This is an optimization exercise on Yosys and OpenROAD, whose aim is small area, a short achievable clock period and few clock cycles per item, not a production implementation. Function was checked by simulation only, so behaviour that the tests miss may differ from the original. The flow treats the clock pin as an ideal source. Dropping or thinning the clock tree relies on that and would not hold on a real chip.

==> flow/design.v (excerpt) <==
module mul_unit (
   input  logic     clk,
   input  logic     reset,
   input  logic     op_valid,
   input  mul_pkg::operand_t op_a,
   input  mul_pkg::operand_t op_b,
   output logic     busy,
   output mul_pkg::word_t    res_word,
   output logic     res_valid,
   output logic     res_last
);
For scale: roughly 210 flip-flops, about 130 I/O pins, about 0.024 sq mm of cells after synthesis.
==> flow/config.mk <==
export PLATFORM = sky130hd
export DESIGN_NAME = mul_unit
export DESIGN_NICKNAME = mul_unit
export VERILOG_FILES = /design/flow/design.v
export SDC_FILE = /design/flow/constraint.sdc
export NUM_CORES = 4
export LEC_CHECK = 0
export ABC_AREA = 1
export CAP_MARGIN = 0
export CORE_MARGIN = 2
export CORE_UTILIZATION = 70
export CTS_CLUSTER_DIAMETER = 150
export CTS_CLUSTER_SIZE = 22
export SLEW_MARGIN = 0
export SYNTH_HIERARCHICAL = 1
==> flow/constraint.sdc <==
create_clock -name core_clock -period 33.0 [get_ports {clk}]
set_input_delay 6.6000 -clock core_clock [delete_from_list [all_inputs] [get_ports {clk}]]
set_output_delay 6.6000 -clock core_clock [all_outputs]
set_load 0.01 [all_outputs]
standard.sh (not shown) runs the stock make flow with config.mk's settings and CLKGATE_MAP_FILE= SYNTH_SCRIPT=/design/flow/synth_recipe.tcl, a recipe that flattens the netlist after the stock synthesis.
==> flow/flow/run.sh <==
#!/bin/bash
# The standard layout with two changes:
#  - smaller, faster port buffers: buffer_ports inserts buf_2 cells instead of the default
#    clkdlybuf4s50_1, and after global placement the input ports' buffers become buf_1
#    cells (flow/small_inbuf.tcl). Every port keeps its buffer.
#  - after CTS, the clock tree's branching level and its dummy loads are removed, so the
#    leaf buffers hang off the root buffer (flow/flatten_clock.tcl). Every register's clock
#    arrives earlier by about the same amount.
# The make output goes to standard.log; each step logs into orfs/logs as usual.
set -euo pipefail
export BUFFER_PORTS_ARGS="-buffer_cell sky130_fd_sc_hd__buf_2"
export POST_GLOBAL_PLACE_TCL="$(pwd)/flow/small_inbuf.tcl"
export POST_CTS_TCL="$(pwd)/flow/flatten_clock.tcl"
bash standard.sh > standard.log 2>&1
Other scripts of this flow, unchanged in this note and not shown: flow/flow/flatten_clock.tcl, flow/flow/small_inbuf.tcl
The first run passed the timing, design-rule and antenna checks.
Testbench counts at the start, summed over its fixed seeds: cycles 4,824, items 1,600.
Next try:
- CAP_MARGIN: 0 -> 20
- SLEW_MARGIN: 0 -> 20
Outcome: Setup slack hardly moves. Fmax stays flat. Critical path depth does not change. Cell area is unchanged. Cell count stays the same. Die area stays the same. Synthesized cell count is unchanged.

* * *

== try-harbor ==
Another version of the RTL of mul_unit (not shown whole).
For scale: roughly 2,700 cells after synthesis, roughly 210 flip-flops, ~130 I/O pins.
==> flow/config.mk <==
export PLATFORM = sky130hd
export DESIGN_NAME = mul_unit
export DESIGN_NICKNAME = mul_unit
export VERILOG_FILES = /design/flow/design.v
export SDC_FILE = /design/flow/constraint.sdc
export NUM_CORES = 4
export LEC_CHECK = 0
export ABC_AREA = 1
export CAP_MARGIN = 20
export CORE_MARGIN = 2
export CORE_UTILIZATION = 40
export SLEW_MARGIN = 20
export SYNTH_HIERARCHICAL = 1
==> flow/constraint.sdc <==
create_clock -name core_clock -period 33.0 [get_ports {clk}]
set_input_delay 6.6000 -clock core_clock [delete_from_list [all_inputs] [get_ports {clk}]]
set_output_delay 6.6000 -clock core_clock [all_outputs]
set_load 0.01 [all_outputs]
==> flow/flow/run.sh <==
#!/bin/bash
# The standard layout, with buf_2 cells as the port buffers instead of the default
# clkdlybuf4s50_1 (smaller and faster), and timing repair aiming at a setup slack of
# SETUP_SLACK_MARGIN ns instead of 0. The make output goes to standard.log; each step
# logs into orfs/logs as usual.
set -euo pipefail
export BUFFER_PORTS_ARGS="-buffer_cell sky130_fd_sc_hd__buf_2"
export SETUP_SLACK_MARGIN=26
bash standard.sh > standard.log 2>&1
Testbench counts of try-harbor, summed over its fixed seeds: cycles 4,824, items 1,600.
Here is what was changed in the inputs of try-yarrow compared with try-harbor.
Settings: CTS_CLUSTER_DIAMETER newly set to 150; CTS_CLUSTER_SIZE newly set to 22.
==> flow/flow/run.sh <==
#!/bin/bash
# The standard layout with smaller, faster port buffers: buffer_ports inserts buf_2 cells
# instead of the default clkdlybuf4s50_1, and after global placement the input ports'
# buffers become buf_1 cells (flow/small_inbuf.tcl). Every port keeps its buffer.
# The make output goes to standard.log; each step logs into orfs/logs as usual.
set -euo pipefail
export BUFFER_PORTS_ARGS="-buffer_cell sky130_fd_sc_hd__buf_2"
export POST_GLOBAL_PLACE_TCL="$(pwd)/flow/small_inbuf.tcl"
bash standard.sh > standard.log 2>&1
==> flow/flow/small_inbuf.tcl (new file) <==
# Sourced after global placement (POST_GLOBAL_PLACE_TCL). The port buffers are buf_2 cells;
# the input ports' buffers each drive a register input or a gate close by and have plenty of
# slack, so they become buf_1 cells. Output port buffers stay buf_2.
set block [ord::get_db_block]
set n 0
foreach bt [$block getBTerms] {
  if {[$bt getIoType] ne "INPUT" || [$bt getName] eq "clk"} { continue }
  set net [$bt getNet]
  foreach it [$net getITerms] {
    set inst [$it getInst]
    if {[[$inst getMaster] getName] eq "sky130_fd_sc_hd__buf_2"} {
      replace_cell [$inst getName] sky130_fd_sc_hd__buf_1
      incr n
    }
  }
}
puts "small_inbuf: $n input port buffers are now buf_1"
--- outcome ---
Worst setup slack ends up lower on try-harbor.
try-yarrow vs try-harbor — initial antenna violation count rose 1.
Going from try-harbor to try-yarrow, worst hold slack across all endpoints grows by 3.1 ps.
Clock insertion delay at the later pin of the skew report, try-harbor and try-yarrow: larger value in try-harbor
Relative to try-harbor, the fraction of cell area in non-clock buffers of try-yarrow is lower by 0.73 points.
Between try-harbor and try-yarrow, the difference in clock skew is negligible.
try-yarrow vs try-harbor, register area went down by 0.35%.
Post-route cell area went down by a few percent going from try-harbor to try-yarrow.
The inputs of try-delta differ from those of try-yarrow as listed below.
==> flow/flow/run.sh <==
#!/bin/bash
# The standard layout, with buf_2 cells as the port buffers instead of the default
# clkdlybuf4s50_1 (smaller and faster). Each make step logs into orfs/logs as usual; the
# make output itself goes to standard.log.
set -euo pipefail
export BUFFER_PORTS_ARGS="-buffer_cell sky130_fd_sc_hd__buf_2"
bash standard.sh > standard.log 2>&1
removed: flow/flow/small_inbuf.tcl
==> comparison <==
Having completed the whole flow, try-delta delivered a layout that passed the timing, design-rule and antenna checks. The routing usage on met3 in try-delta sits 0.38 points above the value recorded for try-yarrow. Worst slack at placement ended up 5.7 ps lower on try-delta than on try-yarrow. Area: try-delta vs try-yarrow -> try-delta larger. The total detailed-routing wirelength of try-delta was inferior to that of try-yarrow.

* * *

main:
mul_unit, a different RTL version from the one above (not shown whole).
Size: about 2500 cells after synthesis, ~210 flip-flops, about 130 I/O pins, roughly 24000 um^2 of cells after synthesis.
==> flow/design.v (excerpt) <==
module mul_unit (
   input  logic     clk,
   input  logic     reset,
   input  logic     op_valid,
   input  mul_pkg::operand_t op_a,
   input  mul_pkg::operand_t op_b,
   output logic     busy,
   output mul_pkg::word_t    res_word,
   output logic     res_valid,
   output logic     res_last
);
export LEC_CHECK = 0
export ABC_AREA = 1
export CAP_MARGIN = 20
export CORE_MARGIN = 2
export CORE_UTILIZATION = 80
export CTS_CLUSTER_DIAMETER = 150
export CTS_CLUSTER_SIZE = 22
export SLEW_MARGIN = 20
export SYNTH_HIERARCHICAL = 1
create_clock -name core_clock -period 33.0 [get_ports {clk}]
==> flow/flow/run.sh <==
#!/bin/bash
set -euo pipefail
export BUFFER_PORTS_ARGS="-buffer_cell sky130_fd_sc_hd__buf_2"
export POST_GLOBAL_PLACE_TCL="$(pwd)/flow/small_inbuf.tcl"
export POST_CTS_TCL="$(pwd)/flow/drop_clock_root.tcl"
bash standard.sh > standard.log 2>&1
Other scripts of this flow, unchanged in this note and not shown: flow/flow/drop_clock_root.tcl, flow/flow/small_inbuf.tcl
Testbench counts of main, summed over its fixed seeds: cycles 4,824, items 1,600.
## Diff of input files: the feature branch against main
# main
export LEC_CHECK = 0
export ABC_AREA = 1
export CAP_MARGIN = 20
export CORE_MARGIN = 2
export CORE_UTILIZATION = 80
export CTS_CLUSTER_DIAMETER = 150
export CTS_CLUSTER_SIZE = 22
export SLEW_MARGIN = 20
export SYNTH_HIERARCHICAL = 1
create_clock -name core_clock -period 33.0 [get_ports {clk}]
# the feature branch
export LEC_CHECK = 0
export ABC_AREA = 1
export CAP_MARGIN = 20
export CORE_MARGIN = 2
export CORE_UTILIZATION = 60
export CTS_CLUSTER_DIAMETER = 150
export CTS_CLUSTER_SIZE = 22
export SLEW_MARGIN = 20
export SYNTH_HIERARCHICAL = 1
create_clock -name core_clock -period 33.0 [get_ports {clk}]
--- outcome ---
The flow did not stop early for the feature branch: all stages ran, and the layout cleared the timing, design-rule and antenna checks. Compared with main, the feature branch shows a lower antenna diode instance count. The feature branch: non-clock buffer count about 0.6% above main. Worst hold slack across all endpoints was lower in main than in the feature branch. Total routing usage reported by global routing on the feature branch is down relative to main. Largest net degree at the start of global routing of the feature branch falls short of that of main by a few percent.

-- re-timing with driven ports --
In the flow no input, the clock included, has a driving cell. The finished layouts below were timed again as built, in two steps. Step 1, drivers: a clkbuf_16 drives clk and a buf_2 each remaining input, both assumed. Step 2 also shifts input and output timing later by t, the mid clock arrival at the registers, as if the neighbouring blocks saw the same clock. a / b / c = no drivers / after step 1 / after step 2; a / b = the first two.
| run | t, ns | setup slack, ns | worst hold slack (ns) | worst setup path at the end |
|---|---|---|---|---|
| the first run of note 1 | 0.488 | 25.492 / 25.433 / 25.751 | 0.424 / 0.424 / 0.424 | input to register |
| the second run of note 1 | 0.490 | 25.491 / 25.431 / 25.760 | 0.424 / 0.424 / 0.424 | input to register |
| try-harbor | 0.649 | 25.369 / 25.306 / 25.794 | 0.414 / 0.414 / 0.414 | input to register |
| try-yarrow | 0.577 | 25.415 / 25.356 / 25.794 | 0.418 / 0.418 / 0.418 | input to register |
| try-delta | 0.577 | 25.412 / 25.350 / 25.808 | 0.414 / 0.414 / 0.414 | input to register |
| main | 0.443 | 25.562 / 25.486 / 25.768 | 0.405 / 0.405 / 0.405 | input to register |
| the feature branch | 0.447 | 25.557 / 25.474 / 25.773 | 0.422 / 0.422 / 0.422 | input to register |
After both steps every run listed still meets setup and hold.
